What follows belongs to an exercise in optimizing a design on an open flow for small area, a short achievable clock period and few clock cycles; a production flow would make more cautious choices. At most, simulation tests tie the RTL to the original design; equivalence was not proved. For runs 2 and 3, only the layout was checked, not whether the RTL still works.

**flow/standard.sh**
```bash
#!/bin/bash
# synth_recipe.tcl (not shown) runs the flow's synth.tcl, then flattens the netlist and writes it again
# the make line also repeats each setting of config.mk as NAME=value (left out here)
make -C /OpenROAD-flow-scripts/flow DESIGN_CONFIG=/design/flow/config.mk WORK_HOME=/design/flow/orfs CLKGATE_MAP_FILE= SYNTH_SCRIPT=/design/flow/synth_recipe.tcl "${@:-finish}"
```
**flow/config.mk**
```make
export PLATFORM = sky130hd
export DESIGN_NAME = pipe_exe_md
export DESIGN_NICKNAME = pipe_exe_md
export VERILOG_FILES = /design/flow/design.v
export SDC_FILE = /design/flow/constraint.sdc
export NUM_CORES = 4
export LEC_CHECK = 0
export ABC_AREA = 1
export CAP_MARGIN = 10
export CORE_MARGIN = 2
export CORE_UTILIZATION = 40
export SETUP_SLACK_MARGIN = 1.5
export SLEW_MARGIN = 10
```
**flow/design.v**
```verilog
module pipe_exe_md #(
  parameter logic [31:0] DIV0_LO = 32'hFFFFFFFF
) (
  input  logic        clock,
  input  logic        resetn,
  input  logic        ebubble,
  input  logic [3:0]  ealuc,
  input  logic        ealuimm,
  input  logic        eshift,
  input  logic        ejal,
  input  logic [3:0]  emd,
  input  logic [31:0] ea,
  input  logic [31:0] eb,
  input  logic [31:0] eimm,
  input  logic [31:0] esa,
  input  logic [31:0] epc4,
  input  logic [4:0]  ern0,
  output logic [31:0] ealu,
  output logic [4:0]  ern,
  output logic        md_stall
);
  localparam logic [3:0] MD_MULT  = 4'd1;
  localparam logic [3:0] MD_MULTU = 4'd2;
  localparam logic [3:0] MD_DIV   = 4'd3;
  localparam logic [3:0] MD_DIVU  = 4'd4;
  localparam logic [3:0] MD_MFHI  = 4'd5;
  localparam logic [3:0] MD_MFLO  = 4'd6;
  localparam logic [3:0] MD_MTHI  = 4'd7;
  localparam logic [3:0] MD_MTLO  = 4'd8;
  logic [31:0] hi_q, lo_q;
  logic        hx_q;          
  logic        bprev_q;       
  logic [32:0] d_q;           
  logic        busy_q;
  logic        mul_q;         
  logic        sgn_q;         
  logic        fix_q;         
  logic        fixing_q;      
  logic        negq_q, negr_q;
  logic [3:0]  cnt_q;         
  logic [31:0] aluA, aluB, aluRes;
  assign aluA = eshift  ? esa  : ea;
  assign aluB = ealuimm ? eimm : eb;
  logic        aluSub;
  logic [31:0] aluBx, aluSum, aluP, aluG;
  assign aluSub  = (ealuc[2:0] == 3'b100);
  assign aluBx   = aluB ^ {32{aluSub}};
  pem_ks32 u_alu_add (.a(aluA), .b(aluBx), .cin(aluSub), .s(aluSum), .p(aluP), .g(aluG));
  logic        shLeft, shFill;
  logic [31:0] shIn, shOut, shRes;
  logic [32:0] shWide;
  assign shLeft = ~ealuc[2];
  assign shFill = ealuc[2] & ealuc[3] & aluB[31];
  always_comb begin
    for (int i = 0; i < 32; i++) shIn[i] = shLeft ? aluB[31-i] : aluB[i];
  end
  assign shWide = 33'($signed({shFill, shIn}) >>> aluA[4:0]);
  assign shOut  = shWide[31:0];
  always_comb begin
    for (int i = 0; i < 32; i++) shRes[i] = shLeft ? shOut[31-i] : shOut[i];
  end
  always_comb begin
    aluRes = 32'd0;
    case (ealuc[1:0])
      2'b00: aluRes = aluSum;
      2'b01: aluRes = ealuc[2] ? (aluP | aluG) : aluG;
      2'b10: aluRes = ealuc[2] ? {aluB[15:0], 16'd0} : aluP;
      2'b11: aluRes = shRes;
      default: aluRes = 32'd0;
    endcase
  end
  logic [31:0] pc8;
  pem_add #(30) u_pc8 (.a(epc4[31:2]), .b(30'd0), .cin(1'b1), .s(pc8[31:2]));
  assign pc8[1:0] = epc4[1:0];
  always_comb begin
    ealu = aluRes;
    ern  = ern0;
    if (ejal) begin
      ealu = pc8;
      ern  = 5'd31;
    end else if (emd == MD_MFHI) begin
      ealu = hi_q;
    end else if (emd == MD_MFLO) begin
      ealu = lo_q;
    end
  end
  logic isMul, isDiv, isHL, start;
  assign isMul = !ebubble && (emd == MD_MULT || emd == MD_MULTU);
  assign isDiv = !ebubble && (emd == MD_DIV  || emd == MD_DIVU);
  assign isHL  = !ebubble && (emd == MD_MFHI || emd == MD_MFLO ||
                              emd == MD_MTHI || emd == MD_MTLO);
  assign md_stall = resetn && busy_q && isHL;
  logic        dSigned, aNeg, bNeg;
  logic [31:0] absA, absB;
  logic [5:0]  zA, zB;
  logic [5:0]  sh;            
  logic        bZero, qZero;
  logic [32:0] dAlign;
  function automatic logic [5:0] clz32(input logic [31:0] x);
    logic [15:0]      z1;
    logic [15:0]      c1;
    logic [7:0]       z2;
    logic [7:0][1:0]  c2;
    logic [3:0]       z3;
    logic [3:0][2:0]  c3;
    logic [1:0]       z4;
    logic [1:0][3:0]  c4;
    logic             z5;
    logic [4:0]       c5;
    for (int i = 0; i < 16; i++) begin
      z1[i] = ~(x[2*i+1] | x[2*i]);
      c1[i] = ~x[2*i+1];
    end
    for (int i = 0; i < 8; i++) begin
      z2[i] = z1[2*i+1] & z1[2*i];
      c2[i] = z1[2*i+1] ? {1'b1, c1[2*i]} : {1'b0, c1[2*i+1]};
    end
    for (int i = 0; i < 4; i++) begin
      z3[i] = z2[2*i+1] & z2[2*i];
      c3[i] = z2[2*i+1] ? {1'b1, c2[2*i]} : {1'b0, c2[2*i+1]};
    end
    for (int i = 0; i < 2; i++) begin
      z4[i] = z3[2*i+1] & z3[2*i];
      c4[i] = z3[2*i+1] ? {1'b1, c3[2*i]} : {1'b0, c3[2*i+1]};
    end
    z5 = z4[1] & z4[0];
    c5 = z4[1] ? {1'b1, c4[0]} : {1'b0, c4[1]};
    clz32 = z5 ? 6'd32 : {1'b0, c5};
  endfunction
  function automatic logic [31:0] cneg32(input logic [31:0] x, input logic neg);
    logic below;
    below = 1'b0;
    for (int i = 0; i < 32; i++) begin
      cneg32[i] = x[i] ^ (neg & below);
      below = below | x[i];
    end
  endfunction
  assign dSigned = (emd == MD_DIV);
  assign aNeg  = dSigned && ea[31];
  assign bNeg  = dSigned && eb[31];
  assign absA  = cneg32(ea, aNeg);
  assign absB  = cneg32(eb, bNeg);
  assign zA    = clz32(absA);
  assign zB    = clz32(absB);
  assign bZero = (eb == 32'd0);
  assign qZero = (zA > zB);
  assign sh    = zB - zA;
  assign dAlign = {absB, 1'b0} << {sh[5:1], 1'b0};
  function automatic logic [83:0] csa42(input logic [41:0] x, input logic [41:0] y,
                                        input logic [41:0] z);
    logic [41:0] sm, cy;
    sm = x ^ y ^ z;
    cy = (x & y) | (x & z) | (y & z);
    csa42 = {cy[40:0], 1'b0, sm};
  endfunction
  logic [41:0] accX, aX, mSum, negs;
  logic [3:0][41:0] pp;
  logic [3:0]  bNegD;
  logic [8:0]  bWin;
  logic [83:0] l1a, l1b, l2, l3;
  assign accX = {{9{hx_q}}, hi_q};
  assign aX   = {{10{sgn_q & d_q[31]}}, d_q[31:0]};
  assign bWin = fixing_q ? 9'b000000010 : {lo_q[7:0], bprev_q};
  always_comb begin
    for (int i = 0; i < 4; i++) begin
      logic b0, b1, b2;
      logic [41:0] m;
      b0 = bWin[2*i];
      b1 = bWin[2*i+1];
      b2 = bWin[2*i+2];
      m = ((b1 ^ b0) ? aX : 42'd0) |
          (((b2 & ~b1 & ~b0) | (~b2 & b1 & b0)) ? {aX[40:0], 1'b0} : 42'd0);
      bNegD[i] = b2;
      pp[i] = (m ^ {42{b2}}) << (2 * i);
    end
    pp[1][0] = bNegD[0];
    pp[2][2] = bNegD[1];
    pp[3][4] = bNegD[2];
    negs = {35'd0, bNegD[3], 6'd0};
  end
  assign l1a = csa42(accX, pp[0], pp[1]);
  assign l1b = csa42(pp[2], pp[3], negs);
  assign l2  = csa42(l1a[41:0], l1a[83:42], l1b[41:0]);
  assign l3  = csa42(l2[41:0], l2[83:42], l1b[83:42]);
  pem_add #(42) u_madd (.a(l3[41:0]), .b(l3[83:42]), .cin(1'b0), .s(mSum));
  logic [33:0] t1, t2;
  logic        q1, q2;
  logic [31:0] r1, r2;
  pem_add #(34) u_sub1 (.a({2'b0, hi_q}), .b(~{1'b0, d_q}), .cin(1'b1), .s(t1));
  assign q1 = ~t1[33];
  assign r1 = q1 ? t1[31:0] : hi_q;
  pem_add #(34) u_sub2 (.a({2'b0, r1}), .b(~{2'b0, d_q[32:1]}), .cin(1'b1), .s(t2));
  assign q2 = ~t2[33];
  assign r2 = q2 ? t2[31:0] : r1;
  logic mulRun, mulFix, divRun, divFix, lastCyc, writeHi, writeLo;
  logic divImm, run;
  assign run     = busy_q & !isMul & !isDiv;
  assign lastCyc = (cnt_q == 4'd0);
  assign mulRun  = run &  mul_q & !fixing_q;
  assign mulFix  = run &  mul_q &  fixing_q;
  assign divRun  = run & !mul_q & !fixing_q;
  assign divFix  = run & !mul_q &  fixing_q;
  assign divImm  = bZero | qZero;
  assign writeHi = !busy_q && !ebubble && (emd == MD_MTHI);
  assign writeLo = !busy_q && !ebubble && (emd == MD_MTLO);
  always_ff @(posedge clock or negedge resetn) begin
    if (!resetn) begin
      busy_q   <= 1'b0;
      mul_q    <= 1'b0;
      sgn_q    <= 1'b0;
      fix_q    <= 1'b0;
      fixing_q <= 1'b0;
      negq_q   <= 1'b0;
      negr_q   <= 1'b0;
      cnt_q    <= 4'd0;
    end else if (isMul) begin
      busy_q   <= 1'b1;
      mul_q    <= 1'b1;
      sgn_q    <= (emd == MD_MULT);
      fix_q    <= (emd == MD_MULTU) && eb[31];
      fixing_q <= 1'b0;
      cnt_q    <= 4'd3;
    end else if (isDiv) begin
      busy_q   <= !divImm;
      mul_q    <= 1'b0;
      fix_q    <= aNeg || bNeg;
      fixing_q <= 1'b0;
      negq_q   <= aNeg ^ bNeg;
      negr_q   <= aNeg;
      cnt_q    <= 4'(sh[5:1]);
    end else if (busy_q) begin
      if (!lastCyc) begin
        cnt_q <= cnt_q - 4'd1;
      end else if (fix_q && !fixing_q) begin
        fixing_q <= 1'b1;
      end else begin
        fixing_q <= 1'b0;
        busy_q   <= 1'b0;
      end
    end
  end
  always_ff @(posedge clock) begin
    if (isMul) begin
      d_q <= {1'b0, ea};
    end else if (isDiv) begin
      d_q <= dAlign;
    end else if (divRun) begin
      d_q <= {2'b0, d_q[32:2]};
    end
  end
  always_ff @(posedge clock or negedge resetn) begin
    if (!resetn) begin
      hx_q    <= 1'b0;
      bprev_q <= 1'b0;
    end else if (isMul) begin
      hx_q    <= 1'b0;
      bprev_q <= 1'b0;
    end else if (mulRun) begin
      hx_q    <= mSum[40];
      bprev_q <= lo_q[7];
    end
  end
  logic selHiEa, selHiAbs, selHiHold, selLoDz, selLoHold, selLoEa;
  logic [31:0] hiD, loD;
  assign selHiEa   = (isDiv & divImm) | writeHi;
  assign selHiAbs  = isDiv & !divImm;
  assign selHiHold = !isMul & !isDiv & !busy_q & !writeHi;
  assign selLoDz   = isDiv & bZero;
  assign selLoEa   = writeLo;
  assign selLoHold = !isMul & !isDiv & (mulFix | (!busy_q & !writeLo));
  always_comb begin
    hiD = ({32{selHiEa}}   & ea)
        | ({32{selHiAbs}}  & absA)
        | ({32{mulRun}}    & mSum[39:8])
        | ({32{mulFix}}    & mSum[31:0])
        | ({32{divRun}}    & r2)
        | ({32{divFix}}    & cneg32(hi_q, negr_q))
        | ({32{selHiHold}} & hi_q);
    loD = ({32{isMul}}     & eb)
        | ({32{selLoDz}}   & DIV0_LO)
        | ({32{mulRun}}    & {mSum[7:0], lo_q[31:8]})
        | ({32{divRun}}    & {lo_q[29:0], q1, q2})
        | ({32{divFix}}    & cneg32(lo_q, negq_q))
        | ({32{selLoEa}}   & ea)
        | ({32{selLoHold}} & lo_q);
  end
  always_ff @(posedge clock or negedge resetn) begin
    if (!resetn) begin
      hi_q <= 32'd0;
      lo_q <= 32'd0;
    end else begin
      hi_q <= hiD;
      lo_q <= loD;
    end
  end
endmodule
module pem_add #(
  parameter int N = 32
) (
  input  logic [N-1:0] a,
  input  logic [N-1:0] b,
  input  logic         cin,
  output logic [N-1:0] s
);
  logic [N-1:0] p, g, pp, gg;
  always_comb begin
    p = a ^ b;
    g = a & b;
    gg = g;
    pp = p;
    gg[0] = g[0] | (p[0] & cin);
    for (int d = 1; d < N; d = d * 2) begin
      for (int i = 2 * d - 1; i < N; i = i + 2 * d) begin
        gg[i] = gg[i] | (pp[i] & gg[i-d]);
        pp[i] = pp[i] & pp[i-d];
      end
    end
    for (int d = 64; d >= 1; d = d / 2) begin
      for (int i = 3 * d - 1; i < N; i = i + 2 * d) begin
        gg[i] = gg[i] | (pp[i] & gg[i-d]);
        pp[i] = pp[i] & pp[i-d];
      end
    end
    s[0] = p[0] ^ cin;
    for (int i = 1; i < N; i++) s[i] = p[i] ^ gg[i-1];
  end
endmodule
module pem_ks32 (
  input  logic [31:0] a,
  input  logic [31:0] b,
  input  logic        cin,
  output logic [31:0] s,
  output logic [31:0] p,
  output logic [31:0] g
);
  logic [31:0] gg, pp, gn, pn;
  always_comb begin
    p = a ^ b;
    g = a & b;
    gg = g;
    pp = p;
    gg[0] = g[0] | (p[0] & cin);
    for (int d = 1; d < 32; d = d * 2) begin
      gn = gg;
      pn = pp;
      for (int i = d; i < 32; i++) begin
        gn[i] = gg[i] | (pp[i] & gg[i-d]);
        pn[i] = pp[i] & pp[i-d];
      end
      gg = gn;
      pp = pn;
    end
    s[0] = p[0] ^ cin;
    for (int i = 1; i < 32; i++) s[i] = p[i] ^ gg[i-1];
  end
endmodule
```
**flow/constraint.sdc**
```tcl
create_clock -name core_clock -period 9.0 [get_ports {clock}]
set_input_delay 1.8000 -clock core_clock [delete_from_list [all_inputs] [get_ports {clock}]]
set_output_delay 1.8000 -clock core_clock [all_outputs]
set_load 0.01 [all_outputs]
```
**flow/flow/run.sh**
```bash
#!/bin/bash
# The standard layout, with two changes to how the layout is made:
#  - the port buffers are buf_2 cells instead of the slow delay buffer that
#    buffer_ports picks by default (every port still gets its own buffer);
#  - the resizer may change a cell's footprint when it sizes gates.
# Synthesis is the standard one, unchanged.
set -euo pipefail
export BUFFER_PORTS_ARGS="-buffer_cell sky130_fd_sc_hd__buf_2"
sed 's/CLKGATE_MAP_FILE= /CLKGATE_MAP_FILE= MATCH_CELL_FOOTPRINT=0 /' standard.sh > standard_fp.sh
grep -q 'MATCH_CELL_FOOTPRINT=0' standard_fp.sh
bash standard_fp.sh > standard_flow.log 2>&1
```
==> results of run 1 <==
[layer usage]
layer  share of wire (%)  up-vias  wire (um)  GRT usage [%]
li1                    -    14700          -              -
met1                  38    15300      52400           45.1
met2                  43     2028      58700           55.3
met3                  11      525      15200           8.48
met4                 8.1       16      11100           24.0
met5               0.073        -        101              0
[path summary, 6_finish.rpt]
check / start / endpoint / slack, ps / cells after the start
max in group asynchronous: resetn / lo_q[3]$_DFF_PN0_ / 6350 / 2
hold / removal: d_q[32]$_SDFFE_PP0P_ / d_q[32]$_SDFFE_PP0P_ / 490 / 2
min in group asynchronous: resetn / hi_q[22]$_DFF_PN0_ / 1410 / 1
setup reg to reg: fixing_q$_DFFE_PN0P_ / hi_q[30]$_DFF_PN0_ / 1880 / 43
hold reg to reg: d_q[32]$_SDFFE_PP0P_ / d_q[32]$_SDFFE_PP0P_ / 490 / 2
setup / recovery: eb[7] / ealu[26] / 1600 / 28
[synthesized netlist by cell type (40+ instances only)]
cell type    n
xor2_1     247
o211ai_1    71
clkbuf_1   172
a221oi_1    49
a21oi_1    238
o21ai_0    453
inv_2       45
nand3_1    177
nor3_1      40
ha_1       227
mux2i_1     45
inv_1      504
o22ai_1    215
nor2_1     217
xnor2_1     55
fa_1       157
dfrtp_1     77
nand2_1    786
[per-stage QoR]
stage,worst slack (ps),util (%)
finish,1600,46.3
global route,1350,46.3
CTS,1470,44.7
detailed placement,497,43.6
global placement,607,43.6
floorplan,1520,-
[flip-flops by register name (all words and copies together), names as in the netlist]
name,flops
lo_q,32
mul_q,1
hi_q,32
d_q,33
negq_q,1
sgn_q,1
cnt_q,4
busy_q,1
hx_q,1
fixing_q,1
fix_q,1
bprev_q,1
negr_q,1
[cells by family (layout without fill, tap and decap cells)]
group | count (synthesis) | count (layout) | share of synthesized area, %
flops | 110 | 110 | 10.2
simple gates | 1368 | 1368 | 21.4
fa+ha+maj | 384 | 384 | 21.0
other cells | 0 | 5 | 0
mux | 45 | 45 | 1.58
buf+inv | 785 | 959 | 10.6
xor+xnor | 305 | 305 | 9.51
compound gates | 1224 | 1224 | 25.6
[final cells by class]
cell class              count  area (um^2)  area share (%)
diodes                      5         12.5          0.0384
clock buffers              10          250           0.769
clock inverters             6         51.3           0.158
inverters                 569         2180            6.70
multi-input cells        3326        23400            71.9
flip-flops and latches    110         2910            8.94
well taps                 940         1180            3.61
repair buffers            373         2570            7.91
repair inverters            1         5.00          0.0154
[worst max-delay path, delay by kind of cell]
family	cells	cell delay, ps
and+or+nand+nor	11	860
buffers and inverters	5	620
xor gates and xnor gates	1	210
AOI/OAI and AO/OA	10	1720
adders and majority gates	1	380
[timing repair]
action,in CTS,in global routing
resized for setup,94,204
cloned,1,6
endpoints found under the setup margin,58,89
setup buffers,12,42
pin swaps,18,77
==> results.tsv, run 1 <==
metric	value	unit
outcome	timing/DRC/antenna clean	
slew_headroom	12.9	%
vias	32600	
routedWlPerCell	25.7	um
crit_type	primary input to output port	
grt_max_degree	76	
post-route-min-period	7400	ps
yosys.area.top_type_share	11.0	%
drtAntennaViolNets	0	
ys_ff_latch	110	
area.growth.synth_to_final	14.4	%
async_flop_share	70.0	%
hold_slack	485	ps
maxCapViolations	0	
synth_top_cells_by_area	fa_1 (11%), nand2_1 (10%), ha_1 (10%), o21ai_0 (8.0%), xor2_1 (7.6%)	
fin_crit_sh	82.2	%
antenna_found_initial	13	
cts_tree	built	
yosysSeqAreaShare	10.2	%
numClockSinks	110	
instances_no_fill	5340	
syn_avg_cell_area	6.74	um^2
rows	97	
place_inst	5258	
tightest_slew	1300	ps
dpl_cell_area	30600	um^2
wirelength	137000	um
netlist_instances	4221	
rsz0062_at_grt	yes	
crit_top_cell	nand2_2	
grt_usage	36.1	%
synth.net_count	4784	
htree_levels	3	
synth_area	28500	um^2
crit_required	7200	ps
drv_slew	0	
fillCellCount	7291	
slowest_stage	ha_1	
place_hpwl	109000	um
initial_core_util	40.5	%
yosys_warnings	5	
layout-drive-gt1-share	16.5	%
crit_arrival	5600	ps
cts_buffers	9	
finalSetupViolations	0	
finalInstanceArea	32500	um^2
hold_viol	0	
die_w	271	um
drc	0	
worstSetupEndpointType	output port	
drtPass1Iterations	9	
yosysTopAreaCell	fa_1	
synth-edff-count	32	
synth.distinct_cells	73	
globalRoute.totalOverflow	0	
grt_pass1_wl	199000	um
nNetsFinal	4953	
cp-start-kind	primary input	
hold_class	flop to flop	
gp_congestion	1.06	
die_y	271	um
cts_max_path_buffers	2	
routed_via_density	6.11	
holdBufCountCts	0	
clk_pin_slew	90	ps
grt_pass1_vias	30600	
root_buffer	clkbuf_16	
io_buffers	216	
tns	0	ps
crit_fanout	5	
die-area	73300	um^2
finClkSkew	18.9	ps
drt_iter0_drc	4491	
coreArea	70300	um^2
fmax	135	MHz
final_common_cell	nand2_1	
clk_latency	380	ps
layout_common_cells	nand2_1 (766), inv_1 (488), o21ai_0 (404)	
ios	217	
cpPeakStageDelay	380	ps
ys.flop_type	dfrtp_1	
Testbench counts, summed over its fixed seeds: cycles 31,550.
==> run 2: changes to the inputs <==
--- a/flow/design.v
+++ b/flow/design.v
@@ -222,11 +222,11 @@
       cnt_q    <= 4'd3;
     end else if (isDiv) begin
-      busy_q   <= !divImm;
+      busy_q   <= !divImm || aNeg;
       mul_q    <= 1'b0;
       fix_q    <= aNeg || bNeg;
-      fixing_q <= 1'b0;
-      negq_q   <= aNeg ^ bNeg;
+      fixing_q <= divImm;
+      negq_q   <= !divImm && (aNeg ^ bNeg);
       negr_q   <= aNeg;
-      cnt_q    <= 4'(sh[5:1]);
+      cnt_q    <= divImm ? 4'd0 : 4'(sh[5:1]);
     end else if (busy_q) begin
       if (!lastCyc) begin
@@ -263,6 +263,6 @@
   logic selHiEa, selHiAbs, selHiHold, selLoDz, selLoHold, selLoEa;
   logic [31:0] hiD, loD;
-  assign selHiEa   = (isDiv & divImm) | writeHi;
-  assign selHiAbs  = isDiv & !divImm;
+  assign selHiEa   = writeHi;
+  assign selHiAbs  = isDiv;
   assign selHiHold = !isMul & !isDiv & !busy_q & !writeHi;
   assign selLoDz   = isDiv & bZero;
--- a/flow/config.mk
+++ b/flow/config.mk
@@ -7,7 +7,7 @@
 export LEC_CHECK = 0
 export ABC_AREA = 1
-export CAP_MARGIN = 10
+export CAP_MARGIN = 20
 export CORE_MARGIN = 2
 export CORE_UTILIZATION = 40
 export SETUP_SLACK_MARGIN = 1.5
-export SLEW_MARGIN = 10
+export SLEW_MARGIN = 20
==> run 2 against run 1 <==
  * Non-clock buffer count grew 52
  * Via count rose by 1.6%
  * Fmax decreased by 1.3%
  * Critical path type unchanged
==> results.tsv, run 2 <==
metric	value	unit	change
reg2reg_from	fixing_q$_DFFE_PN0P_		
initial_core_util	40.5	%	about the same
outcome	timing/DRC/antenna clean		
routed_via_density	6.13		+0.30%
tightest_slew	1050	ps	-257 ps
netlist_instances	4239		+0.43%
cts_buffers	9		unchanged
yosys.area.top_type_share	11.1	%	+0.046 points
reg_top3	d_q (33), hi_q (32), lo_q (32)		
rows	97		unchanged
whs_path_depth	2		unchanged
drtAntennaViolNets	0		unchanged
fmax	133	MHz	-1.3%
finClkSkew	16.2	ps	-2.65 ps
gp_congestion	1.07		+0.50%
rrSetupSlack	1860	ps	-20 ps
htree_levels	3		unchanged
ys_ff_latch	110		unchanged
ios	217		unchanged
yosysMostFrequentCell	nand2_1		
ys.flop_type	dfrtp_1		
io_buffers	216		unchanged
r2r-end	hi_q[31]$_DFF_PN0_		
synth.net_count	4802		+0.38%
crit_required	7200	ps	about the same
grt_pass1_vias	30700		+0.29%
crit_arrival	5700	ps	+100 ps
numClockSinks	110		unchanged
clk_pin_slew	80	ps	about the same
final_common_cell	nand2_1		
yosysTopAreaCell	fa_1		
coreArea	70000	um^2	-0.35%
post-route-min-period	7500	ps	+97.8 ps
nNetsFinal	5024		+1.4%
drtPass1Iterations	9		unchanged
regMostFlops	d_q		
root_buffer	clkbuf_16		
synth.distinct_cells	64		-12%
fillCellCount	7289		-0.027%
globalRoute.totalOverflow	0		unchanged
place_inst	5280		+0.42%
grt_max_degree	89		+17%
yosysSeqAreaShare	10.3	%	+0.042 points
finalSetupViolations	0		unchanged
synth_top_cells_by_area	fa_1 (11%), nand2_1 (11%), ha_1 (10%), o21ai_0 (7.9%), xor2_1 (7.6%)		
hold_class	flop to flop		
syn_avg_cell_area	6.68	um^2	-0.84%
place_hpwl	109000	um	+0.31%
crit_fanout	4		-1
grt_usage	36.3	%	+0.26 points
vias	33200		+1.6%
synth_area	28300	um^2	-0.41%
die_w	270	um	-0.20%
r2r_cells	40		-7.0%
drt_iter0_drc	4358		-3.0%
yosys_warnings	5		unchanged
maxCapViolations	0		unchanged
hold_viol	0		unchanged
grt_pass1_wl	200000	um	+0.25%
largest_reg_flops	33		unchanged
cts_tree	built		
worstHoldStart	d_q[32]$_SDFFE_PP0P_		
instances_no_fill	5408		+1.3%
layout-drive-gt1-share	18.3	%	+1.8 points
area.growth.synth_to_final	17.0	%	
synth-edff-count	32		unchanged
antenna_found_initial	9		-4
clk_latency	390	ps	about the same
fin_crit_sh	83.3	%	+1.1 points
routedWlPerCell	25.6	um	-0.68%
die-area	73000	um^2	-0.41%
crit_type	primary input to output port		
tns	0	ps	unchanged
finalInstanceArea	33200	um^2	+1.9%
async_flop_share	70.0	%	unchanged
synth_common_cells	nand2_1 (794), inv_1 (525), o21ai_0 (450), xor2_1 (245), a21oi_1 (240)		
layout_common_cells	nand2_1 (769), inv_1 (499), o21ai_0 (385)		
drc	0		unchanged
rsz0062_at_grt	yes		
worstSetupEndpointType	output port		
slew_headroom	29.7	%	+17 points
hold_path_end	d_q[32]$_SDFFE_PP0P_		
cp-start-kind	primary input		
die_y	270	um	-0.20%
wirelength	138000	um	+0.59%
cts_max_path_buffers	2		unchanged
utilization	47.4	%	+1.0 points
dpl_cell_area	30500	um^2	-0.25%
drv_slew	0		unchanged
-- run 2: changes by cell type after synthesis, moves of 8 or more --
cell / change
nor2_1: +9
o22ai_1: -8
nand3_1: +19
a31oi_1: +13
nor3_1: -19
nand2_1: +8
nand4_1: +14
o21ai_1: -12
inv_1: +21
a22oi_1: +11
clkinv_1: -11
-- run 2: through the flow --
step | worst slack, ps | hold WS [ps]
after global routing | 1270 | 516
after CTS | 1430 | 483
after detailed placement | 77.6 | 470
after global placement | 253 | 463
final | 1500 | 489
after floorplan | 1490 | 450
-- run 2: layout make-up --
| class | instances | area, um^2 | share of cell area (%) |
|---|---|---|---|
| diodes | 2 | 5.00 | 0.0151 |
| repair inverters | 5 | 37.5 | 0.113 |
| well taps | 940 | 1180 | 3.55 |
| inverters | 581 | 2220 | 6.69 |
| clock inverters | 4 | 23.8 | 0.0717 |
| flip-flops and latches | 110 | 2910 | 8.79 |
| multi-input cells | 3329 | 23500 | 70.8 |
| repair buffers | 425 | 3010 | 9.08 |
| clock buffers | 12 | 289 | 0.872 |
-- run 2: cell families (layout without fill, tap and decap cells) --
kind of cell	after synthesis	count (layout)	share of synthesized area, %
AO/OA/AOI/OAI	1221	1221	25.7
XOR/XNOR	307	307	9.52
adder cells (fa/ha/maj)	384	384	21.1
buffers and inverters	800	1027	11.0
flip-flops	110	110	10.3
multiplexers	46	46	1.62
other	0	2	0
AND/OR/NAND/NOR	1371	1371	20.8
-- run 2: how the worst max path moves through the flow --
| stage | from | endpoint | cells after the start |
|---|---|---|---|
| after CTS | fixing_q$_DFFE_PN0P_ | hi_q[31]$_DFF_PN0_ | 40 |
| after global placement | hi_q[0]$_DFF_PN0_ | hi_q[31]$_DFF_PN0_ | 48 |
| after floorplan | hi_q[0]$_DFF_PN0_ | hi_q[31]$_DFF_PN0_ | 50 |
| after global routing | eb[0] | ealu[30] | 32 |
| final | eb[2] | ealu[29] | 27 |
| after detailed placement | hi_q[0]$_DFF_PN0_ | hi_q[31]$_DFF_PN0_ | 48 |
-- run 2: critical path: stages --
cell and delay [ps]:
clkbuf_4 180, inv_2 80, o21ai_4 200, xor2_4 180, inv_2 60, ha_4 280, buf_4 120, a21oi_1 60
nand2_1 100, inv_1 70, o21ai_2 190, a31oi_4 130, o21ai_2 220, a31oi_2 150, o21ai_1 140, buf_4 150
a21oi_4 70, o21ai_4 210, nand3_1 110, nand2_2 120, a31oi_2 120, xor2_1 160, nand2_1 70, a22oi_1 60
o211ai_1 300, o21ai_0 150, buf_2 190
-- run 2: routing by layer --
metal	vias up	wire length, um	track usage (%)
met4	8	11900	24.8
met2	2041	58700	55.4
met5	-	50	0
li1	14900	-	-
met1	15700	53900	46.7
met3	507	13700	6.52
-- run 2: repair_timing --
action                                  4_1_cts  5_1_grt
buffers inserted                             34       65
hold buffers                                  0        0
endpoints found under the setup margin       92       96
pin swaps                                    40       82
cloned                                        3        8
resized for setup                           175      206
==> run 3: changes to the inputs <==
--- a/flow/config.mk
+++ b/flow/config.mk
@@ -9,5 +9,5 @@
 export CAP_MARGIN = 20
 export CORE_MARGIN = 2
-export CORE_UTILIZATION = 40
+export CORE_UTILIZATION = 50
 export SETUP_SLACK_MARGIN = 1.5
 export SLEW_MARGIN = 20
==> run 3 against run 2 <==
  * Count of clock-buffer cells in the layout shrank 3
  * Global-route usage grew 8.4 points
  * Critical path type unchanged
  * Utilization grew 11 points
  * Via count shrank 0.20%
  * Wire length shrank 1.8%
==> results.tsv, run 3 <==
metric	value	unit	change
hold_path_end	d_q[32]$_SDFFE_PP0P_		
yosys_warnings	5		unchanged
async_flop_share	70.0	%	unchanged
drv_slew	0		unchanged
outcome	timing/DRC/antenna clean		
cts_buffers	9		unchanged
grt-busiest-layer	met2		
gp_congestion	1.05		-1.6%
htree_levels	3		unchanged
layout-drive-gt1-share	18.1	%	-0.22 points
grt_max_degree	97		+9.0%
worstSetupEndpointType	output port		
antenna_found_initial	9		unchanged
crit_required	7200	ps	about the same
synth_area	28300	um^2	unchanged
r2r-end	hi_q[31]$_DFF_PN0_		
hold_class	flop to flop		
final_common_cell	nand2_1		
cts_max_path_buffers	2		unchanged
die_w	242	um	-10%
synth.net_count	4802		unchanged
tns	0	ps	unchanged
die_y	242	um	-10%
root_buffer	clkbuf_16		
grt_util_met2	65.6	%	+10 points
routed_via_density	6.34		+3.3%
cp-start-kind	primary input		
routedWlPerCell	26.0	um	+1.7%
met1_usage	60.0	%	+13 points
syn_avg_cell_area	6.68	um^2	unchanged
grt_pass1_vias	30400		-1.1%
ios	217		unchanged
fin_crit_sh	82.7	%	-0.57 points
initial_core_util	50.4	%	+10 points
slew_headroom	22.6	%	-7.1 points
synth_top_cells_by_area	fa_1 (11%), nand2_1 (11%), ha_1 (10%), o21ai_0 (7.9%), xor2_1 (7.6%)		
synth_common_cells	nand2_1 (794), inv_1 (525), o21ai_0 (450), xor2_1 (245), a21oi_1 (240)		
maxCapViolations	0		unchanged
reg2reg_from	hi_q[0]$_DFF_PN0_		
worstHoldStart	d_q[32]$_SDFFE_PP0P_		
die-area	58600	um^2	-20%
finClkSkew	13.5	ps	-2.71 ps
nNetsFinal	5023		-0.020%
grt_usage	44.7	%	+8.4 points
finalSetupViolations	0		unchanged
fmax	134	MHz	+0.69%
holdBufCountCts	0		unchanged
crit_type	primary input to output port		
vias	33100		-0.20%
area.growth.synth_to_final	15.8	%	
drtAntennaViolNets	0		unchanged
grt_pass1_wl	197000	um	-1.3%
r2r_cells	50		+25%
clk_latency	400	ps	about the same
place_inst	5106		-3.3%
crit_chain	buf_2 > inv_1 > o21ai_0 > mux2i_1 > mux2i_1 > mux2i_1 > mux2i_1 > o21ai_1 > o21ai_0 > inv_1 > o21ai_0 > a221oi_2 > o21ai_2 > o211ai_1 > o21ai_1 > buf_2		
hold_viol	0		unchanged
yosysMostFrequentCell	nand2_1		
crit_arrival	5640	ps	-60 ps
reg_top3	d_q (33), hi_q (32), lo_q (32)		
whs_path_depth	2		unchanged
synth.distinct_cells	64		unchanged
clk_pin_slew	80	ps	about the same
instances_no_fill	5223		-3.4%
fillCellCount	5630		-23%
post-route-min-period	7440	ps	-51.2 ps
ys.flop_type	dfrtp_1		
drc	0		unchanged
cpPeakStageDelay	630	ps	+330 ps
netlist_instances	4239		unchanged
drt_iter0_drc	4895		+12%
ys_ff_latch	110		unchanged
io_buffers	216		unchanged
slowest_stage	o21ai_0		
crit_fanout	5		+1
numClockSinks	110		unchanged
yosysTopAreaCell	fa_1		
drtPass1Iterations	6		-3
layout_common_cells	nand2_1 (767), inv_1 (503), o21ai_0 (391)		
globalRoute.totalOverflow	0		unchanged
crit_top_cell	mux2i_1		
worstSetupStartpoint	eb[27]		
wirelength	136000	um	-1.8%
rrSetupSlack	1730	ps	-130 ps
yosys.area.top_type_share	11.1	%	unchanged
coreArea	56200	um^2	-20%
largest_reg_flops	33		unchanged
hold_slack	485	ps	-4.15 ps
grtUsageMet3	12.0	%	+5.5 points
cts_tree	built		
rsz0062_at_grt	yes		
yosysSeqAreaShare	10.3	%	unchanged
regMostFlops	d_q		
synth-edff-count	32		unchanged
rows	87		-10%
place_hpwl	107000	um	-1.9%
tightest_slew	1150	ps	+102 ps
utilization	58.4	%	+11 points
==> run 3: cell counts after synthesis <==
Identical to the previous run, type by type.
==> run 3: cell families after synthesis <==
family | after synthesis | share of synthesized area [%]
compound gates | 1221 | 25.7
xor+xnor | 307 | 9.52
fa+ha+maj | 384 | 21.1
buf+inv | 800 | 11.0
flops | 110 | 10.3
mux | 46 | 1.62
simple gates | 1371 | 20.8
==> run 3: critical path: cells and delay by family <==
| family | cells | cell delay (ps) |
|---|---|---|
| AOI/OAI and AO/OA | 8 | 2380 |
| muxes | 4 | 900 |
| buffers and inverters | 4 | 550 |
==> run 3: worst max path at each step <==
stage / end
finish: ealu[15]
global route: ealu[30]
CTS: ealu[30]
detailed placement: hi_q[6]$_DFF_PN0_
global placement: hi_q[6]$_DFF_PN0_
floorplan: hi_q[31]$_DFF_PN0_
==> run 3: layer usage <==
layer	vias up	wire length, um
li1	14900	-
met1	15500	53600
met2	2189	56000
met3	486	17400
met4	12	8650
met5	-	68
==> run 3: what timing repair did <==
item                                    CTS  global route
buffers inserted                         38            53
pin swaps                                44            82
endpoints found under the setup margin   95            93
gates resized for setup                 184           183
gates cloned                              4             4
==> run 3: cell type report <==
class | instances | area [um^2] | share of cell area (%)
Tap cell | 756 | 946 | 2.88
Multi-Input combinational cell | 3329 | 23400 | 71.4
Clock buffer | 9 | 225 | 0.686
Clock inverter | 7 | 73.8 | 0.225
Sequential cell | 110 | 2910 | 8.88
Timing Repair inverter | 3 | 22.5 | 0.0686
Inverter | 581 | 2220 | 6.76
Timing Repair Buffer | 426 | 2970 | 9.06
Antenna cell | 2 | 5.00 | 0.0153
==> run 3: through the flow <==
step / instance area, um^2 / setup slack, ps
after floorplan: 28300 / 1490
after global placement: 30400 / 284
after detailed placement: 30400 / 169
after CTS: 31600 / 1500
after global routing: 32800 / 1310
final: 32800 / 1560
==> run 4: changes to the inputs <==
--- a/flow/design.v
+++ b/flow/design.v
@@ -261,27 +261,23 @@
     end
   end
-  logic selHiEa, selHiAbs, selHiHold, selLoDz, selLoHold, selLoEa;
+  logic selHiAbs, selHiKeep, selLoDz, selLoKeep, selLoEa;
   logic [31:0] hiD, loD;
-  assign selHiEa   = writeHi;
-  assign selHiAbs  = isDiv;
-  assign selHiHold = !isMul & !isDiv & !busy_q & !writeHi;
+  assign selHiAbs  = isDiv | writeHi;
+  assign selHiKeep = divFix | (!isMul & !isDiv & !busy_q & !writeHi);
   assign selLoDz   = isDiv & bZero;
   assign selLoEa   = writeLo;
-  assign selLoHold = !isMul & !isDiv & (mulFix | (!busy_q & !writeLo));
+  assign selLoKeep = divFix | (!isMul & !isDiv & (mulFix | (!busy_q & !writeLo)));
   always_comb begin
-    hiD = ({32{selHiEa}}   & ea)
-        | ({32{selHiAbs}}  & absA)
+    hiD = ({32{selHiAbs}}  & absA)
         | ({32{mulRun}}    & mSum[39:8])
         | ({32{mulFix}}    & mSum[31:0])
         | ({32{divRun}}    & r2)
-        | ({32{divFix}}    & cneg32(hi_q, negr_q))
-        | ({32{selHiHold}} & hi_q);
+        | ({32{selHiKeep}} & cneg32(hi_q, divFix & negr_q));
     loD = ({32{isMul}}     & eb)
         | ({32{selLoDz}}   & DIV0_LO)
         | ({32{mulRun}}    & {mSum[7:0], lo_q[31:8]})
         | ({32{divRun}}    & {lo_q[29:0], q1, q2})
-        | ({32{divFix}}    & cneg32(lo_q, negq_q))
         | ({32{selLoEa}}   & ea)
-        | ({32{selLoHold}} & lo_q);
+        | ({32{selLoKeep}} & cneg32(lo_q, divFix & negq_q));
   end
   always_ff @(posedge clock or negedge resetn) begin
--- a/flow/config.mk
+++ b/flow/config.mk
@@ -7,7 +7,7 @@
 export LEC_CHECK = 0
 export ABC_AREA = 1
-export CAP_MARGIN = 20
+export CAP_MARGIN = 0
 export CORE_MARGIN = 2
-export CORE_UTILIZATION = 50
+export CORE_UTILIZATION = 40
 export SETUP_SLACK_MARGIN = 1.5
-export SLEW_MARGIN = 20
+export SLEW_MARGIN = 0
==> run 4 against run 3 <==
  * Still clean
  * Critical path depth is 13 higher
  * Non-clock buffer count is 23 lower
  * Utilization is 12 points lower
  * Critical path type unchanged
  * Largest cell class unchanged
==> results.tsv, run 4 <==
metric	value	unit	change
outcome	timing/DRC/antenna clean		
ys_ff_latch	110		unchanged
grt_usage	35.2	%	-9.5 points
numClockSinks	110		unchanged
dpl_cell_area	30100	um^2	-0.95%
slew_headroom	13.1	%	-9.5 points
drv_slew	0		unchanged
initial_core_util	40.5	%	-10 points
synth-edff-count	32		unchanged
syn_avg_cell_area	6.67	um^2	-0.28%
routedWlPerCell	24.1	um	-7.2%
root_buffer	clkbuf_16		
tns	0	ps	unchanged
drtPass1Iterations	7		+1
finalInstanceArea	32100	um^2	-2.1%
regMostFlops	d_q		
coreArea	68700	um^2	+22%
cp-start-kind	primary input		
grt_pass1_wl	189000	um	-4.0%
reg_top3	d_q (33), hi_q (32), lo_q (32)		
clk_pin_slew	90	ps	about the same
nNetsFinal	4938		-1.7%
crit_fanout	5		unchanged
rsz0062_at_grt	yes		
hold_slack	481	ps	-3.56 ps
die_y	268	um	+11%
yosysSeqAreaShare	10.5	%	+0.19 points
vias	31800		-3.9%
place_inst	5207		+2.0%
worstSetupEndpointType	output port		
hold_class	flop to flop		
die-area	71700	um^2	+22%
diodes	0		-2
finClkSkew	9.24	ps	-4.27 ps
drc	0		unchanged
ios	217		unchanged
crit_arrival	5690	ps	+50 ps
io_buffers	216		unchanged
post-route-min-period	7490	ps	+45.3 ps
cts_max_path_buffers	2		unchanged
ys.flop_type	dfrtp_1		
dp_slack	477	ps	+308 ps
cp_top_family	compound AO/OA/AOI/OAI gates		
layout_common_cells	nand2_1 (773), inv_1 (510), o21ai_0 (381)		
largest_reg_flops	33		unchanged
utilization	46.7	%	-12 points
crit_top_cell	nand2_2		
place_hpwl	104000	um	-3.5%
cpPeakStageDelay	390	ps	-240 ps
wirelength	128000	um	-5.6%
layout-drive-gt1-share	17.1	%	-1.0 points
drt_iter0_drc	3703		-24%
netlist_instances	4173		-1.6%
drtAntennaViolNets	0		unchanged
finalSetupViolations	0		unchanged
crit_required	7200	ps	about the same
crit_buf_inv	5		+1
fin_crit_sh	83.2	%	+0.50 points
yosysMostFrequentCell	nand2_1		
fmax	134	MHz	-0.60%
antenna_found_initial	5		-4
synth_top_cells_by_area	fa_1 (11%), nand2_1 (11%), ha_1 (10%), o21ai_0 (7.9%), xor2_1 (7.4%)		
yosysTopAreaCell	fa_1		
synth.net_count	4736		-1.4%
async_flop_share	70.0	%	unchanged
final_common_cell	nand2_1		
instances_no_fill	5311		+1.7%
grt_max_degree	71		-27%
hold_viol	0		unchanged
routed_via_density	5.98		-5.5%
setup_ws	1510	ps	-45.3 ps
globalRoute.totalOverflow	0		unchanged
clk_latency	390	ps	about the same
tightest_slew	1290	ps	+141 ps
die_w	268	um	+11%
maxCapViolations	0		unchanged
gp_congestion	1.03		-2.2%
slowest_stage	ha_1		
synth_common_cells	nand2_1 (800), inv_1 (529), o21ai_0 (441), xor2_1 (234), ha_1 (227)		
synth_area	27800	um^2	-1.8%
crit_type	primary input to output port		
grt_pass1_vias	29500		-2.8%
fillCellCount	7332		+30%
cts_buffers	9		unchanged
yosys_warnings	5		unchanged
cts_tree	built		
area.growth.synth_to_final	15.5	%	
rows	96		+10%
synth.distinct_cells	67		+4.7%
yosys.area.top_type_share	11.3	%	+0.21 points
htree_levels	3		unchanged
holdBufCountCts	0		unchanged
run 4: cells by family (layout without fill, tap and decap cells):
| kind of cell | Yosys count | count (layout) | synth area share [%] |
|---|---|---|---|
| and+or+nand+nor | 1390 | 1390 | 21.5 |
| AOI/OAI and AO/OA | 1150 | 1150 | 24.6 |
| buffers and inverters | 794 | 1001 | 10.8 |
| adders and majority gates | 384 | 384 | 21.5 |
| xor gates and xnor gates | 293 | 293 | 9.25 |
| DFF | 110 | 110 | 10.5 |
| muxes | 52 | 52 | 1.87 |
run 4: worst paths after layout:
| kind | endpoint | from | cells after the start | slack, ps |
|---|---|---|---|---|
| hold reg to reg | d_q[32]$_SDFFE_PP0P_ | d_q[32]$_SDFFE_PP0P_ | 2 | 480 |
| setup reg to reg | hi_q[30]$_DFF_PN0_ | fixing_q$_DFFE_PN0P_ | 42 | 1700 |
| hold / removal | d_q[32]$_SDFFE_PP0P_ | d_q[32]$_SDFFE_PP0P_ | 2 | 480 |
| max in group asynchronous | hi_q[0]$_DFF_PN0_ | resetn | 2 | 6390 |
| setup / recovery | ealu[30] | eb[7] | 29 | 1510 |
| min in group asynchronous | hi_q[20]$_DFF_PN0_ | resetn | 1 | 1380 |
run 4: routing by layer:
layer,up-vias,share of wire [%],GRT usage [%]
met1,15100,40,46.2
met4,8,5.7,16.5
met2,1823,44,55.2
li1,14500,-,-
met3,361,11,7.38
met5,-,0.037,0
run 4: cell type report:
class	count	area, um^2	area share (%)
Multi-Input combinational cell	3269	22800	71.0
Sequential cell	110	2910	9.07
Timing Repair Buffer	403	2710	8.45
Inverter	577	2210	6.88
Tap cell	931	1160	3.63
Clock buffer	9	225	0.701
Clock inverter	7	65.1	0.203
Timing Repair inverter	5	37.5	0.117
run 4: worst register-to-register path, delay by kind of cell (launching register included):
| family | cells | cell delay, ps |
|---|---|---|
| fa+ha+maj | 5 | 2060 |
| xor+xnor | 1 | 210 |
| buf+inv | 4 | 530 |
| flops | 1 | 600 |
| compound gates | 10 | 1550 |
| simple gates | 22 | 2230 |
run 4: timing repair:
action | in CTS | in global routing
gates resized for setup | 150 | 174
pin swaps | 42 | 74
cloned | 3 | 2
hold endpoints to repair | 0 | 0
setup endpoints to repair | 95 | 100
setup buffers | 39 | 44
Testbench counts of run 4, summed over its fixed seeds: cycles 31,588.
==> run 5: changes to the inputs <==
--- a/flow/config.mk
+++ b/flow/config.mk
@@ -7,7 +7,7 @@
 export LEC_CHECK = 0
 export ABC_AREA = 1
-export CAP_MARGIN = 0
+export CAP_MARGIN = 10
 export CORE_MARGIN = 2
 export CORE_UTILIZATION = 40
-export SETUP_SLACK_MARGIN = 1.5
-export SLEW_MARGIN = 0
+export SETUP_SLACK_MARGIN = 1.0
+export SLEW_MARGIN = 10
==> run 5 against run 4 <==
  * Still clean
  * Non-clock buffer count fell by 33
  * Critical path depth fell by 10
  * Critical path type unchanged
  * Largest cell class unchanged
==> results.tsv, run 5 <==
metric	value	unit	change
post-route-min-period	7870	ps	+381 ps
crit_arrival	6070	ps	+380 ps
yosysTopAreaCell	fa_1		
fin_crit_sh	87.5	%	+4.2 points
netlist_instances	4173		unchanged
hold_class	flop to flop		
layout-drive-gt1-share	14.3	%	-2.8 points
wirelength	127000	um	-0.56%
yosys_warnings	5		unchanged
globalRoute.totalOverflow	0		unchanged
initial_core_util	40.5	%	unchanged
antenna_found_initial	8		+3
place_hpwl	104000	um	+0.71%
hold_viol	0		unchanged
numClockSinks	110		unchanged
routedWlPerCell	24.1	um	about the same
fmax	127	MHz	-4.8%
ios	217		unchanged
cp_top_family	compound AO/OA/AOI/OAI gates		
drv_slew	0		unchanged
worstSetupEndpointType	output port		
root_buffer	clkbuf_16		
tns	0	ps	unchanged
slowest_stage	buf_4		
die_w	268	um	unchanged
yosysSeqAreaShare	10.5	%	unchanged
cpPeakStageDelay	470	ps	+80 ps
drtPass1Iterations	8		+1
instances_no_fill	5280		-0.58%
regMostFlops	d_q		
reg_top3	d_q (33), hi_q (32), lo_q (32)		
cts_max_path_buffers	2		unchanged
crit_type	primary input to output port		
finClkSkew	16.6	ps	+7.31 ps
io_buffers	216		unchanged
die_y	268	um	unchanged
syn_avg_cell_area	6.67	um^2	unchanged
drtAntennaViolNets	0		unchanged
grt_usage	34.9	%	-0.23 points
maxCapViolations	0		unchanged
final_common_cell	nand2_1		
place_inst	5214		+0.13%
htree_levels	3		unchanged
cts_tree	built		
crit_top_cell	o21ai_0		
crit_chain	buf_4 > buf_4 > inv_4 > buf_6 > o21ai_0 > nand2_1 > o21ai_0 > o21ai_0 > o21ai_0 > o21ai_0 > a21oi_1 > a21oi_1 > o211ai_1 > nand3_1 > o21ai_0 > o21ai_0 > nor2_1 > o21ai_0 > buf_2		
crit_fanout	49		+44
ys.flop_type	dfrtp_1		
slew_headroom	22.7	%	+9.6 points
synth_top_cells_by_area	fa_1 (11%), nand2_1 (11%), ha_1 (10%), o21ai_0 (7.9%), xor2_1 (7.4%)		
grt_pass1_vias	29000		-1.8%
rsz0062_at_grt	yes		
layout_common_cells	nand2_1 (789), inv_1 (519), o21ai_0 (408)		
yosysMostFrequentCell	nand2_1		
finalSetupViolations	0		unchanged
outcome	timing/DRC/antenna clean		
cts_buffers	9		unchanged
largest_reg_flops	33		unchanged
gp_congestion	1.03		about the same
synth_area	27800	um^2	unchanged
yosys.area.top_type_share	11.3	%	unchanged
routed_via_density	5.97		-0.31%
drc	0		unchanged
holdBufCountCts	0		unchanged
crit_buf_inv	5		unchanged
drt_iter0_drc	3875		+4.6%
synth_common_cells	nand2_1 (800), inv_1 (529), o21ai_0 (441), xor2_1 (234), ha_1 (227)		
rows	96		unchanged
area.growth.synth_to_final	12.9	%	
nNetsFinal	4902		-0.73%
clk_latency	390	ps	about the same
async_flop_share	70.0	%	unchanged
clk_pin_slew	90	ps	about the same
vias	31500		-0.89%
crit_required	7200	ps	about the same
grt_pass1_wl	187000	um	-0.94%
synth-edff-count	32		unchanged
ys_ff_latch	110		unchanged
synth.net_count	4736		unchanged
grt_max_degree	83		+17%
synth.distinct_cells	67		unchanged
coreArea	68700	um^2	unchanged
tightest_slew	1150	ps	-143 ps
die-area	71700	um^2	unchanged
cp-start-kind	primary input		
run 5: changes by cell type in the layout (fill, tap and decap cells not counted), moves of 11 or more:
cell	previous run	this run
buf_4	163	135
nand2_1	773	789
nand2_2	39	27
nor2_1	190	202
o21ai_0	381	408
o21ai_1	36	21
o21ai_2	31	20
run 5: logic make-up (layout without fill, tap and decap cells):
| family | after synthesis | count (layout) | synth area share [%] |
|---|---|---|---|
| flops | 110 | 110 | 10.5 |
| simple gates | 1390 | 1390 | 21.5 |
| fa+ha+maj | 384 | 384 | 21.5 |
| compound gates | 1150 | 1150 | 24.6 |
| xor+xnor | 293 | 293 | 9.25 |
| mux | 52 | 52 | 1.87 |
| buf+inv | 794 | 965 | 10.8 |
| other cells | 0 | 5 | 0 |
run 5: final timing paths:
path | slack (ps) | from | cells after the start | to
max | 1130 | ealuc[2] | 19 | ealu[8]
min in group asynchronous | 1270 | resetn | 1 | hi_q[27]$_DFF_PN0_
min reg2reg | 480 | d_q[32]$_SDFFE_PP0P_ | 2 | d_q[32]$_SDFFE_PP0P_
min | 480 | d_q[32]$_SDFFE_PP0P_ | 2 | d_q[32]$_SDFFE_PP0P_
max reg2reg | 1450 | fixing_q$_DFFE_PN0P_ | 40 | hi_q[30]$_DFF_PN0_
max in group asynchronous | 6350 | resetn | 2 | hi_q[3]$_DFF_PN0_
run 5: area by class of cell:
cell class | count | area [um^2]
antenna | 5 | 12.5
timing repair buffer | 370 | 2450
timing repair inverter | 2 | 12.5
clock buffer | 9 | 225
clock inverter | 7 | 63.8
sequential | 110 | 2910
multi-input combinational | 3269 | 22400
inverter | 577 | 2190
fill | 7313 | 37300
tap | 931 | 1160
run 5: metal layers:
| metal | vias up | share of wire, % | global-route usage [%] |
|---|---|---|---|
| met1 | 15000 | 41 | 46.7 |
| met2 | 1772 | 44 | 54.7 |
| li1 | 14500 | - | - |
| met5 | - | 0.062 | 0 |
| met3 | 283 | 11 | 7.42 |
| met4 | 12 | 4.5 | 14.2 |
run 5: timing repair:
item / CTS / global route
endpoints found under the setup margin: 46 / 89
pin swaps: 1 / 27
cloned: 0 / 5
setup buffers: 1 / 39
gates resized for setup: 39 / 135
run 5: tightest hold or removal path, stage by stage, from the launching register on:
cell and delay, ps:
dfxtp_1 320, nand3_1 70, nand2_1 50
run 5: per-stage QoR:
stage          hold WS, ps  setup slack [ps]  utilization (%)  instance area (um^2)
2_1_floorplan          450              1310                -                 27800
3_3_place_gp           462               325             43.8                 30100
3_5_place_dp           465               302             43.8                 30100
4_1_cts                478               940             44.4                 30500
5_1_grt                498               914             45.7                 31400
6_report               481              1130             45.7                 31400
==> run 6: changes to the inputs <==
--- a/flow/config.mk
+++ b/flow/config.mk
@@ -10,4 +10,4 @@
 export CORE_MARGIN = 2
 export CORE_UTILIZATION = 40
-export SETUP_SLACK_MARGIN = 1.0
+export SETUP_SLACK_MARGIN = 2.0
 export SLEW_MARGIN = 10
==> run 6 against run 5 <==
  * Utilization rose by 4.9 points
  * Fmax increased by 3.5%
  * Register-to-register slack improved by 730 ps
  * Via count is 3.5% higher
  * Sequential cell count stayed put
==> results.tsv, run 6 <==
metric	value	unit	change
outcome	timing/DRC/antenna clean		
synth-edff-count	32		unchanged
regMostFlops	d_q		
gp_congestion	1.01		-1.7%
r2r_cells	42		+5.0%
coreArea	68700	um^2	unchanged
worstHoldStart	d_q[32]$_SDFFE_PP0P_		
yosysMostFrequentCell	nand2_1		
root_buffer	clkbuf_16		
grt_max_degree	62		-25%
clk_latency	400	ps	about the same
fin_crit_sh	84.5	%	-3.0 points
finClkSkew	14.0	ps	-2.57 ps
largest_reg_flops	33		unchanged
final_common_cell	nand2_1		
ios	217		unchanged
drc	0		unchanged
crit_type	primary input to output port		
utilization	50.6	%	+4.9 points
synth.net_count	4736		unchanged
crit_arrival	5800	ps	-270 ps
rsz0062_at_grt	yes		
slowest_stage	ha_4		
fillCellCount	7014		-4.1%
whs_path_depth	2		unchanged
initial_core_util	40.5	%	unchanged
syn_avg_cell_area	6.67	um^2	unchanged
cts_buffers	9		unchanged
worstSetupEndpointType	output port		
yosys_warnings	5		unchanged
cts_tree	built		
instances_no_fill	5430		+2.8%
fmax	132	MHz	+3.5%
synth_common_cells	nand2_1 (800), inv_1 (529), o21ai_0 (441), xor2_1 (234), ha_1 (227)		
holdBufCountCts	0		unchanged
async_flop_share	70.0	%	unchanged
yosys.area.top_type_share	11.3	%	unchanged
grt_usage	35.6	%	+0.67 points
tightest_slew	1210	ps	+62.7 ps
hold_viol	0		unchanged
htree_levels	3		unchanged
area.growth.synth_to_final	25.0	%	
routedWlPerCell	24.4	um	+1.1%
cp-start-kind	primary input		
drt_iter0_drc	4430		+14%
hold_path_end	d_q[32]$_SDFFE_PP0P_		
hold_class	flop to flop		
routed_via_density	6.00		+0.63%
antenna_found_initial	10		+2
maxCapViolations	0		unchanged
place_hpwl	104000	um	-0.60%
synth.distinct_cells	67		unchanged
die-area	71700	um^2	unchanged
drtAntennaViolNets	0		unchanged
crit_required	7200	ps	about the same
place_inst	5203		-0.21%
drtPass1Iterations	6		-2
netlist_instances	4173		unchanged
nNetsFinal	5056		+3.1%
io_buffers	216		unchanged
reg2reg_from	fixing_q$_DFFE_PN0P_		
ys.flop_type	dfrtp_1		
layout-drive-gt1-share	23.3	%	+9.0 points
cp_top_family	compound AO/OA/AOI/OAI gates		
die_y	268	um	unchanged
crit_buf_inv	9		+4
tns	0	ps	unchanged
ys_ff_latch	110		unchanged
layout_common_cells	nand2_1 (748), inv_1 (497), o21ai_0 (306)		
yosysTopAreaCell	fa_1		
rows	96		unchanged
grt_pass1_wl	191000	um	+2.0%
crit_top_cell	nand2_2		
die_w	268	um	unchanged
crit_fanout	8		-84%
cpPeakStageDelay	280	ps	-190 ps
grt_pass1_vias	29800		+2.8%
r2r-end	hi_q[30]$_DFF_PN0_		
clk_pin_slew	90	ps	about the same
yosysSeqAreaShare	10.5	%	unchanged
finalSetupViolations	0		unchanged
slew_headroom	18.5	%	-4.2 points
wirelength	132000	um	+3.9%
synth_top_cells_by_area	fa_1 (11%), nand2_1 (11%), ha_1 (10%), o21ai_0 (7.9%), xor2_1 (7.4%)		
numClockSinks	110		unchanged
vias	32600		+3.5%
rrSetupSlack	2180	ps	+730 ps
cts_max_path_buffers	2		unchanged
synth_area	27800	um^2	unchanged
post-route-min-period	7600	ps	-267 ps
globalRoute.totalOverflow	0		unchanged
drv_slew	0		unchanged
reg_top3	d_q (33), hi_q (32), lo_q (32)		
[run 6: cell types whose count changed in the layout (fill, tap and decap cells not counted), sizes merged]
cell,previous run,this run
buf,366,506
clkbuf,13,22
clkinvlp,9,13
diode,5,1
clkinv,10,8
nand2,824,826
bufinv,0,1
inv,567,566
o21ai,454,455
[run 6: worst max-delay path by stage]
stage                  start  endpoint  slack (ps)  depth (start not counted)
floorplan           ealuc[0]  ealu[28]        1970                         31
global placement     ealuimm  ealu[29]         520                         28
detailed placement   ealuimm  ealu[29]         510                         28
CTS                  ealuimm  ealu[28]        1430                         32
global route        ealuc[0]  ealu[28]        1130                         34
finish               ealuimm  ealu[30]        1400                         36
[run 6: area by class of cell]
| class | count | area (um^2) | share of cell area (%) |
|---|---|---|---|
| multi-input combinational | 3272 | 24100 | 69.3 |
| tap | 931 | 1160 | 3.35 |
| sequential | 110 | 2920 | 8.38 |
| clock buffer | 9 | 225 | 0.648 |
| timing repair inverter | 4 | 30.0 | 0.0864 |
| antenna | 1 | 2.50 | 0.00720 |
| inverter | 577 | 2230 | 6.40 |
| clock inverter | 7 | 100 | 0.288 |
| timing repair buffer | 519 | 4030 | 11.6 |
[run 6: metrics by stage]
step	hold slack (ps)	cell area [um^2]	setup WS (ps)
2_1_floorplan	450	28000	1970
6_report	485	34800	1400
3_5_place_dp	473	30200	508
3_3_place_gp	465	30200	516
4_1_cts	486	32400	1430
5_1_grt	509	34800	1130
[run 6: kinds of logic after synthesis]
kind of cell | Yosys count | share of synthesized area, %
xor+xnor | 293 | 9.25
fa+ha+maj | 384 | 21.5
flops | 110 | 10.5
buf+inv | 794 | 10.8
simple gates | 1390 | 21.5
compound gates | 1150 | 24.6
mux | 52 | 1.87
[run 6: routing by layer]
layer	up-vias	track usage, %	part of all wire [%]
met5	-	0	0.10
met4	18	16.9	5.9
met3	397	7.88	11
met2	1866	55.3	43
met1	15500	46.9	40
li1	14800	-	-
[run 6: repair_timing]
| item | in CTS | in global routing |
|---|---|---|
| setup buffers | 98 | 92 |
| gates cloned | 9 | 11 |
| pin swaps | 98 | 203 |
| setup endpoints to repair | 103 | 102 |
| gates resized for setup | 276 | 393 |
[run 6: worst min-delay path: cells and delay by family (launching register included)]
kind | cells | cell delay, ps
flip-flops | 1 | 320
AND/OR/NAND/NOR | 2 | 120
==> run 7: changes to the inputs <==
--- a/flow/config.mk
+++ b/flow/config.mk
@@ -10,4 +10,4 @@
 export CORE_MARGIN = 2
 export CORE_UTILIZATION = 40
-export SETUP_SLACK_MARGIN = 2.0
+export SETUP_SLACK_MARGIN = 1.7
 export SLEW_MARGIN = 10
==> run 7 against run 6 <==
  * Setup slack improved by 120 ps
  * Critical path type unchanged
  * Die area did not move
  * Hold slack improved by 10 ps
  * Final cell count down 1.7%
  * Utilization shrank 2.3 points
  * Largest cell class unchanged
  * Fmax up 1.6%
  * Highest routed layer unchanged
  * Sequential cell count unchanged
  * Global-route usage about the same
==> results.tsv, run 7 <==
metric	value	unit	change
outcome	timing/DRC/antenna clean		
wl_met2	55500	um	-2.9%
cp_top_family	compound AO/OA/AOI/OAI gates		
yosys_warnings	5		unchanged
grt_pass1_vias	29500		-0.84%
post-route-min-period	7480	ps	-122 ps
drt_iter0_drc	4145		-6.4%
drc	0		unchanged
fin_crit_sh	83.1	%	-1.4 points
finClkSkew	12.4	ps	-1.57 ps
cpPeakStageDelay	390	ps	+110 ps
regMostFlops	d_q		
hold_class	flop to flop		
holdBufCountCts	0		unchanged
drv_slew	0		unchanged
dp_slack	560	ps	+52.8 ps
yosysTopAreaCell	fa_1		
synth_common_cells	nand2_1 (800), inv_1 (529), o21ai_0 (441), xor2_1 (234), ha_1 (227)		
layout-drive-gt1-share	19.6	%	-3.7 points
reg_top3	d_q (33), hi_q (32), lo_q (32)		
routed_via_density	5.98		-0.32%
clk_latency	400	ps	about the same
place_hpwl	105000	um	+1.4%
setup_ws	1520	ps	+122 ps
io_buffers	216		unchanged
die_w	268	um	unchanged
instances_no_fill	5340		-1.7%
initial_core_util	40.5	%	unchanged
finalSetupViolations	0		unchanged
grt_usage	35.6	%	about the same
top_layer_used	met5		
synth_area	27800	um^2	unchanged
die-area	71700	um^2	unchanged
antenna_found_initial	8		-2
maxCapViolations	0		unchanged
tns	0	ps	unchanged
cts_tree	built		
clk_pin_slew	90	ps	about the same
numClockSinks	110		unchanged
regArea	2920	um^2	about the same
hold_viol	0		unchanged
final_common_cell	nand2_1		
largest_reg_flops	33		unchanged
synth.net_count	4736		unchanged
crit_required	7200	ps	about the same
crit_type	primary input to output port		
gp_congestion	1.04		+3.1%
netlist_instances	4173		unchanged
cts_buffers	9		unchanged
vias	32000		-2.0%
grt_max_degree	92		+48%
place_inst	5193		-0.19%
syn_avg_cell_area	6.67	um^2	unchanged
tightest_slew	1320	ps	+111 ps
synth_top_cells_by_area	fa_1 (11%), nand2_1 (11%), ha_1 (10%), o21ai_0 (7.9%), xor2_1 (7.4%)		
routedWlPerCell	24.4	um	about the same
ios	217		unchanged
wl_met1	52200	um	-0.53%
ys.flop_type	dfrtp_1		
wirelength	130000	um	-1.7%
cts_max_path_buffers	2		unchanged
globalRoute.totalOverflow	0		unchanged
ys_ff_latch	110		unchanged
multi_input_area	23400	um^2	-2.8%
slew_headroom	11.0	%	-7.5 points
yosysSeqAreaShare	10.5	%	unchanged
fillCellCount	7124		+1.6%
htree_levels	3		unchanged
[run 7: path summary, 6_finish.rpt]
path	cells past startpoint	from	endpoint	slack, ps
max	34	ealuimm	ealu[28]	1520
min	2	d_q[32]$_SDFFE_PP0P_	d_q[32]$_SDFFE_PP0P_	490
max reg2reg	52	hi_q[0]$_DFF_PN0_	hi_q[1]$_DFF_PN0_	1930
min reg2reg	2	d_q[32]$_SDFFE_PP0P_	d_q[32]$_SDFFE_PP0P_	490
max in group asynchronous	2	resetn	lo_q[1]$_DFF_PN0_	6400
min in group asynchronous	1	resetn	hi_q[26]$_DFF_PN0_	1440
[run 7: worst register-to-register path: cells and delay by family, from the launching register on]
kind | cells | cell delay, ps
compound gates | 13 | 2030
simple gates | 25 | 2410
fa+ha+maj | 4 | 1140
flops | 1 | 420
buf+inv | 10 | 1000
[run 7: logic make-up after synthesis]
logic type | count (synthesis) | share of synthesized area [%]
adder cells (fa/ha/maj) | 384 | 21.5
AND/OR/NAND/NOR | 1390 | 21.5
AO/OA/AOI/OAI | 1150 | 24.6
flip-flops | 110 | 10.5
buffers and inverters | 794 | 10.8
multiplexers | 52 | 1.87
XOR/XNOR | 293 | 9.25
[run 7: through the flow]
step | util (%) | area, um^2 | hold slack, ps
floorplan | - | 27800 | 450
global placement | 43.6 | 30000 | 482
detailed placement | 43.6 | 30000 | 487
CTS | 46.1 | 31700 | 499
global route | 48.3 | 33200 | 511
finish | 48.3 | 33200 | 495
[run 7: cell type report]
type | count | area share (%)
clock inverters | 6 | 0.223
well taps | 931 | 3.51
multi-input cells | 3269 | 70.6
clock buffers | 10 | 0.755
repair inverters | 6 | 0.128
inverters | 577 | 6.72
repair buffers | 427 | 9.27
flip-flops and latches | 110 | 8.80
diodes | 4 | 0.0302
[run 7: routing by layer]
| metal | up-vias | GRT usage [%] |
|---|---|---|
| met5 | - | 0 |
| met4 | 8 | 16.4 |
| met3 | 388 | 7.88 |
| met2 | 1809 | 54.7 |
| met1 | 15100 | 47.6 |
| li1 | 14600 | - |
[run 7: timing repair]
item,4_1_cts,5_1_grt
endpoints found under the setup margin,101,102
pin swaps,53,120
resized for setup,223,301
cloned,7,4
setup buffers,67,49

afterwards: timing with drivers on the ports:
In the flow no input, the clock included, has a driving cell. The finished layouts below were timed again as built, in two steps.
Step 1 sets driving cells, clkbuf_16 on the clock port and buf_2 on the other inputs (assumed; they add their load-dependent delay and slew).
Step 2 moves the port delays by t, midway between the first and last clock arrival at a register: inputs arrive t later, outputs are due t later. That takes back most of the time a late clock gives input paths.
Slacks: no drivers / after step 1 / after step 2; pairs: no drivers / after step 1.
| run | shift t [ns] | slack for setup (ns) | latest minus earliest clock arrival (ns) |
|---|---|---|---|
| run 1 | 0.436 | 1.603 / 1.542 / 1.278 | 0.018 / 0.019 |
| run 2 | 0.436 | 1.505 / 1.411 / 1.277 | 0.016 / 0.016 |
| run 3 | 0.445 | 1.556 / 1.418 / 1.205 | 0.014 / 0.013 |
| run 4 | 0.436 | 1.511 / 1.440 / 1.221 | 0.010 / 0.010 |
| run 5 | 0.437 | 1.129 / 1.083 / 0.858 | 0.017 / 0.016 |
| run 6 | 0.447 | 1.397 / 1.295 / 1.295 | 0.014 / 0.014 |
| run 7 | 0.447 | 1.519 / 1.386 / 1.386 | 0.013 / 0.012 |
After both steps every run listed still meets setup and hold. For run 3, which loses most, drivers alone change the setup slack by -0.138 ns; drivers and shift together by -0.351 ns.
